What follows belongs to an exercise in optimizing a design on an open flow for small area; a production flow would make more cautious choices. In this exercise RTL edits were held to simulation tests only and were not proved equivalent to the original. The clock port is modelled as an ideal driver; clocking choices that lean on that would not hold on a real chip. Power and IR drop assume default switching activity.

==> flow/design.v <==
`default_nettype none
package rv_exec_pkg;
  localparam int NUM_REGS     = 32;
  localparam int XLEN_DEFAULT = 32;
  localparam logic [4:0] REG_X0 = 5'd0;
  localparam logic [4:0] OP_LUI   = 5'd0;
  localparam logic [4:0] OP_AUIPC = 5'd1;
  localparam logic [4:0] OP_ADDI  = 5'd2;
  localparam logic [4:0] OP_SLTI  = 5'd3;
  localparam logic [4:0] OP_SLTIU = 5'd4;
  localparam logic [4:0] OP_XORI  = 5'd5;
  localparam logic [4:0] OP_ORI   = 5'd6;
  localparam logic [4:0] OP_ANDI  = 5'd7;
  localparam logic [4:0] OP_SLLI  = 5'd8;
  localparam logic [4:0] OP_SRLI  = 5'd9;
  localparam logic [4:0] OP_SRAI  = 5'd10;
  localparam logic [4:0] OP_ADD   = 5'd11;
  localparam logic [4:0] OP_SUB   = 5'd12;
  localparam logic [4:0] OP_SLL   = 5'd13;
  localparam logic [4:0] OP_SLT   = 5'd14;
  localparam logic [4:0] OP_SLTU  = 5'd15;
  localparam logic [4:0] OP_XOR   = 5'd16;
  localparam logic [4:0] OP_SRL   = 5'd17;
  localparam logic [4:0] OP_SRA   = 5'd18;
  localparam logic [4:0] OP_OR    = 5'd19;
  localparam logic [4:0] OP_AND   = 5'd20;
endpackage
`default_nettype wire
`default_nettype none
import rv_exec_pkg::*;
module rv_exec_top
#(
  parameter int XLEN = XLEN_DEFAULT
) (
  input  logic            in_clk,
  input  logic            in_rst,
  input  logic            instr_valid_i,
  output logic                 instr_ready_o,
  input  logic [4:0]        op_i,
  input  logic [4:0]      rd_i,
  input  logic [4:0]      rs1_i,
  input  logic [4:0]      rs2_i,
  input  logic [XLEN-1:0] imm_i,
  input  logic [XLEN-1:0] pc_i,
  output logic                 res_valid_o,
  input  logic            res_ready_i,
  output logic [4:0]           res_rd_o,
  output logic [XLEN-1:0]      res_data_o
);
  logic [4:0] t;
  logic       last;
  always_ff @(posedge in_clk or negedge in_rst) begin
    if (!in_rst) t <= '0;
    else         t <= t + 5'd1;
  end
  assign last = (t == 5'd31);
  logic clr_done;    
  logic s_p1;
  logic s_p2;
  logic s_wb;
  logic c;           
  logic is_lui, is_auipc, uses_rs2, is_sub, is_slt, is_sltu;
  logic is_xor, is_or, is_and, is_sll, is_srl, is_sra;
  logic two_pass, inv_b, is_shift;
  always_comb begin
    is_lui   = 1'b0; is_auipc = 1'b0; uses_rs2 = 1'b0; is_sub  = 1'b0;
    is_slt   = 1'b0; is_sltu  = 1'b0; is_xor   = 1'b0; is_or   = 1'b0;
    is_and   = 1'b0; is_sll   = 1'b0; is_srl   = 1'b0; is_sra  = 1'b0;
    case (op_i)
      OP_LUI:   is_lui   = 1'b1;
      OP_AUIPC: is_auipc = 1'b1;
      OP_SLTI:  is_slt   = 1'b1;
      OP_SLTIU: is_sltu  = 1'b1;
      OP_XORI:  is_xor   = 1'b1;
      OP_ORI:   is_or    = 1'b1;
      OP_ANDI:  is_and   = 1'b1;
      OP_SLLI:  is_sll   = 1'b1;
      OP_SRLI:  is_srl   = 1'b1;
      OP_SRAI:  is_sra   = 1'b1;
      OP_ADD:   uses_rs2 = 1'b1;
      OP_SUB:   begin uses_rs2 = 1'b1; is_sub  = 1'b1; end
      OP_SLL:   begin uses_rs2 = 1'b1; is_sll  = 1'b1; end
      OP_SLT:   begin uses_rs2 = 1'b1; is_slt  = 1'b1; end
      OP_SLTU:  begin uses_rs2 = 1'b1; is_sltu = 1'b1; end
      OP_XOR:   begin uses_rs2 = 1'b1; is_xor  = 1'b1; end
      OP_SRL:   begin uses_rs2 = 1'b1; is_srl  = 1'b1; end
      OP_SRA:   begin uses_rs2 = 1'b1; is_sra  = 1'b1; end
      OP_OR:    begin uses_rs2 = 1'b1; is_or   = 1'b1; end
      OP_AND:   begin uses_rs2 = 1'b1; is_and  = 1'b1; end
      default:  ;
    endcase
  end
  assign is_shift = is_sll | is_srl | is_sra;
  assign two_pass = is_slt | is_sltu | is_shift;
  assign inv_b    = is_sub | is_slt | is_sltu;
  logic [31:0] taps;       
  logic [4:0]  wb_rd;
  logic        wbit;
  logic [31:0] out_q;
  assign taps[0] = 1'b0;
  assign wbit    = clr_done & out_q[0];
  for (genvar r = 1; r < 32; r++) begin : g_reg
    logic [31:0] ring;
    logic        wen;
    assign wen     = !clr_done || (s_wb && wb_rd == 5'(r));
    assign taps[r] = ring[0];
    always_ff @(posedge in_clk) begin
      ring <= {wen ? wbit : ring[0], ring[31:1]};
    end
  end
  logic a_bit, b_bit, bx, cin, sum, cout, lt;
  assign a_bit = is_auipc ? pc_i[t] : (!is_lui & taps[rs1_i]);
  assign b_bit = uses_rs2 ? taps[rs2_i] : imm_i[t];
  assign bx    = b_bit ^ inv_b;
  assign cin   = (t == 5'd0) ? inv_b : c;
  assign sum   = a_bit ^ bx ^ cin;
  assign cout  = (a_bit & bx) | (a_bit & cin) | (bx & cin);
  assign lt    = (is_slt && (a_bit != b_bit)) ? a_bit : !cout;
  logic [4:0] sh;
  logic       p1_bit, p2_bit, p2_shift, shift, in_bit, sh_hit;
  assign sh = wb_rd;    
  always_comb begin
    if (is_xor)                p1_bit = a_bit ^ b_bit;
    else if (is_or)            p1_bit = a_bit | b_bit;
    else if (is_and)           p1_bit = a_bit & b_bit;
    else if (is_srl | is_sra)  p1_bit = a_bit;
    else if (is_sll)           p1_bit = 1'b0;
    else                       p1_bit = sum;
  end
  assign sh_hit = (t == sh);
  always_comb begin
    if (is_sll) begin
      p2_shift = c;
      p2_bit   = a_bit;
    end else if (is_srl | is_sra) begin
      p2_shift = c & !sh_hit;
      p2_bit   = is_sra & out_q[31];
    end else begin
      p2_shift = 1'b1;
      p2_bit   = (t == 5'd0) & c;
    end
  end
  assign shift  = s_p1 | s_wb | (s_p2 & p2_shift);
  assign in_bit = s_p1 ? p1_bit : (s_wb ? out_q[0] : p2_bit);
  always_ff @(posedge in_clk) begin
    if (shift) out_q <= {in_bit, out_q[31:1]};
  end
  always_ff @(posedge in_clk) begin
    if (s_p1)                c <= last ? (is_shift | lt) : cout;
    else if (s_p2 & is_shift) c <= c & !sh_hit;
  end
  logic accept, start;
  assign instr_ready_o = last & ((s_p1 & !two_pass) | s_p2);
  assign accept        = instr_valid_i & instr_ready_o;
  assign start         = last & !s_p1 & !s_p2 & !s_wb & instr_valid_i &
                         (!res_valid_o | res_ready_i);
  always_ff @(posedge in_clk) begin
    if (accept)                  wb_rd <= rd_i;
    else if (s_p1 && t < 5'd5)   wb_rd <= {b_bit ^ is_sll, wb_rd[4:1]};
  end
  always_ff @(posedge in_clk or negedge in_rst) begin
    if (!in_rst) begin
      clr_done    <= 1'b0;
      s_p1        <= 1'b0;
      s_p2        <= 1'b0;
      s_wb        <= 1'b0;
      res_valid_o <= 1'b0;
    end else begin
      if (last && s_wb)     res_valid_o <= 1'b1;
      else if (res_ready_i) res_valid_o <= 1'b0;
      if (last) begin
        clr_done <= 1'b1;
        s_p1     <= start;
        s_p2     <= s_p1 & two_pass & instr_valid_i;
        s_wb     <= accept;
      end
    end
  end
  assign res_rd_o   = wb_rd;
  assign res_data_o = out_q;
endmodule
`default_nettype wire
Settings: LEC_CHECK=0, CAP_MARGIN=20, CORE_MARGIN=2, CORE_UTILIZATION=65, PLACE_DENSITY=0.75, SLEW_MARGIN=20; clock period 10.0 ns.
standard.sh (not shown) runs the stock make flow with config.mk's settings and CLKGATE_MAP_FILE= SYNTH_SCRIPT=/design/flow/synth_recipe.tcl, a recipe that flattens the netlist after the stock synthesis.
==> flow/flow/run.sh <==
#!/bin/bash
# The standard layout (the standard.sh; standard synthesis unchanged) with these changes:
#  - each port gets a sky130_fd_sc_hd__buf_1 buffer instead of the default buffer cell;
#  - clock tree synthesis with buf_12 buffers, without dummy loads, and with the largest sink clusters (from a
#    short list) whose worst flip-flop clock-pin slew, estimated right after CTS, stays
#    under SLEW_TARGET_PS; CTS is rerun with smaller clusters until it does.
# make's output goes to standard_<step>.log, the slew checks to clkslew_<size>.log; ORFS keeps
# each tool's full log under orfs/logs/.
set -euo pipefail
SLEW_TARGET_PS=${SLEW_TARGET_PS:-120}
RES=orfs/results/sky130hd/rv_exec_top/base
LOGS=orfs/logs/sky130hd/rv_exec_top/base
export BUFFER_PORTS_ARGS="-buffer_cell sky130_fd_sc_hd__buf_1"

bash standard.sh place > standard_place.log 2>&1

chosen=""
for size in 40 38 36 34 32 30 28 26 24 22 20; do
  export CTS_ARGS="-sink_clustering_enable -repair_clock_nets -dont_use_dummy_load -buf_list sky130_fd_sc_hd__buf_12 -sink_clustering_size $size -sink_clustering_max_diameter 80"
  rm -f $RES/4_1_cts.odb $RES/4_cts.odb $RES/4_cts.sdc
  bash standard.sh cts > standard_cts_$size.log 2>&1
  cp $LOGS/4_1_cts.log cts_$size.log
  ODB=$RES/4_1_cts.odb SDC=$RES/4_cts.sdc openroad -no_init -exit flow/clkslew.tcl > clkslew_$size.log 2>&1
  slew=$(awk '/^CLKSLEW/ {print $2}' clkslew_$size.log)
  echo "size $size: worst clock-pin slew $slew ps" >> cts_choice.log
  if awk -v s="$slew" -v t="$SLEW_TARGET_PS" 'BEGIN { exit !(s != "" && s + 0 <= t) }'; then
    chosen=$size
    break
  fi
done
echo "chosen size: ${chosen:-20 (last tried)}" >> cts_choice.log

bash standard.sh > standard_finish.log 2>&1
==> flow/flow/clkslew.tcl <==
# usage: ODB SDC env; prints worst flop clock pin slew (ps) with placement-estimated parasitics
read_liberty /OpenROAD-flow-scripts/flow/platforms/sky130hd/lib/sky130_fd_sc_hd__tt_025C_1v80.lib
read_db $::env(ODB)
read_sdc $::env(SDC)
source /OpenROAD-flow-scripts/flow/platforms/sky130hd/setRC.tcl
estimate_parasitics -placement
set_propagated_clock [all_clocks]
set w 0
foreach pin [all_registers -clock_pins -edge_triggered] {
  foreach edge {rise fall} { foreach a {min max} {
    set s [sta::time_ui_sta [get_property $pin slew_${a}_$edge]]
    set w [expr {max($w, $s*1e12)}]
  } }
}
puts "CLKSLEW $w"
The starting point produced a clean layout.
Change:
--- a/flow/config.mk
+++ b/flow/config.mk
@@ -8,5 +8,5 @@
 export CAP_MARGIN = 20
 export CORE_MARGIN = 2
-export CORE_UTILIZATION = 65
-export PLACE_DENSITY = 0.75
+export CORE_UTILIZATION = 70
+export PLACE_DENSITY = 0.85
 export SLEW_MARGIN = 20
Outcome: Power rose by 3.2%; setup slack is about the same; global-route usage rose by 8.2 points; synthesized area is unchanged.
Change:
--- a/flow/flow/run.sh
+++ b/flow/flow/run.sh
@@ -8,5 +8,5 @@
 # each tool's full log under orfs/logs/.
 set -euo pipefail
-SLEW_TARGET_PS=${SLEW_TARGET_PS:-120}
+SLEW_TARGET_PS=${SLEW_TARGET_PS:-118}
 RES=orfs/results/sky130hd/rv_exec_top/base
 LOGS=orfs/logs/sky130hd/rv_exec_top/base
@@ -16,5 +16,5 @@
 
 chosen=""
-for size in 40 38 36 34 32 30 28 26 24 22 20; do
+for size in 48 44 40 36 32 28 24 20; do
   export CTS_ARGS="-sink_clustering_enable -repair_clock_nets -dont_use_dummy_load -buf_list sky130_fd_sc_hd__buf_12 -sink_clustering_size $size -sink_clustering_max_diameter 80"
   rm -f $RES/4_1_cts.odb $RES/4_cts.odb $RES/4_cts.sdc
--- a/flow/config.mk
+++ b/flow/config.mk
@@ -8,5 +8,5 @@
 export CAP_MARGIN = 20
 export CORE_MARGIN = 2
-export CORE_UTILIZATION = 70
-export PLACE_DENSITY = 0.85
+export CORE_UTILIZATION = 65
+export PLACE_DENSITY = 0.75
 export SLEW_MARGIN = 20
After rerunning: Worst setup slack gets better by 0.017 ns. Combinational power stays flat. Count of clock-buffer cells in the layout drops by 3. Critical path depth does not change. Final cell count went up by 0.64%. Maximum frequency is about the same. Sequential cell count is unchanged. Non-clock buffer count falls by 1. Clock power goes down by about 7%. Hold slack loses 0.018 ns. Sequential share of layout area went up by 0.13 points.
Change:
--- a/flow/flow/run.sh
+++ b/flow/flow/run.sh
@@ -2,5 +2,5 @@
 # The standard layout (the standard.sh; standard synthesis unchanged) with these changes:
 #  - each port gets a sky130_fd_sc_hd__buf_1 buffer instead of the default buffer cell;
-#  - clock tree synthesis with buf_12 buffers, without dummy loads, and with the largest sink clusters (from a
+#  - clock tree synthesis without dummy loads, and with the largest sink clusters (from a
 #    short list) whose worst flip-flop clock-pin slew, estimated right after CTS, stays
 #    under SLEW_TARGET_PS; CTS is rerun with smaller clusters until it does.
@@ -17,5 +17,5 @@
 chosen=""
 for size in 48 44 40 36 32 28 24 20; do
-  export CTS_ARGS="-sink_clustering_enable -repair_clock_nets -dont_use_dummy_load -buf_list sky130_fd_sc_hd__buf_12 -sink_clustering_size $size -sink_clustering_max_diameter 80"
+  export CTS_ARGS="-sink_clustering_enable -repair_clock_nets -dont_use_dummy_load -buf_list sky130_fd_sc_hd__clkbuf_16 -sink_clustering_size $size -sink_clustering_max_diameter 80"
   rm -f $RES/4_1_cts.odb $RES/4_cts.odb $RES/4_cts.sdc
   bash standard.sh cts > standard_cts_$size.log 2>&1
Outcome:
- The changed run finished with timing, DRC and antenna clean
- non-clock buffer count does not change
- clock skew drops by 0.017 ns
- worst setup slack barely changes
- clock power hardly moves
- total power hardly moves
- first-iteration DRC count drops by about a fifth
- cell area climbs slightly
- via count climbs slightly

-- re-timing with driven ports --
The flow's constraints put no driver on any port. The routed layouts listed below were extracted and timed again, unchanged, in two steps.
Step 1 sets driving cells, clkbuf_16 on the clock port and buf_2 on the other inputs (assumed; they add their load-dependent delay and slew).
Step 2, shift: input delay + t, output delay - t, t = (earliest + latest rising clock arrival at the registers) / 2. This alone moves slack from input paths to output paths.
Three values: no drivers, after step 1, after step 2; two values: the first two.
| run | shift t [ns] | setup slack, ns | hold WS [ns] |
|---|---|---|---|
| the first run | 0.557 | 4.235 / 4.202 / 4.114 | 0.265 / 0.265 / 0.265 |
| the second run | 0.572 | 4.236 / 4.200 / 4.028 | 0.293 / 0.293 / 0.293 |
| the third run | 0.567 | 4.254 / 4.222 / 4.078 | 0.274 / 0.274 / 0.274 |
| the fourth run | 0.598 | 4.251 / 4.220 / 4.110 | 0.283 / 0.283 / 0.283 |
After both steps every run listed still meets setup and hold. The setup slack of the second run, which loses most, moves by -0.036 ns with the drivers and by -0.208 ns with both steps.
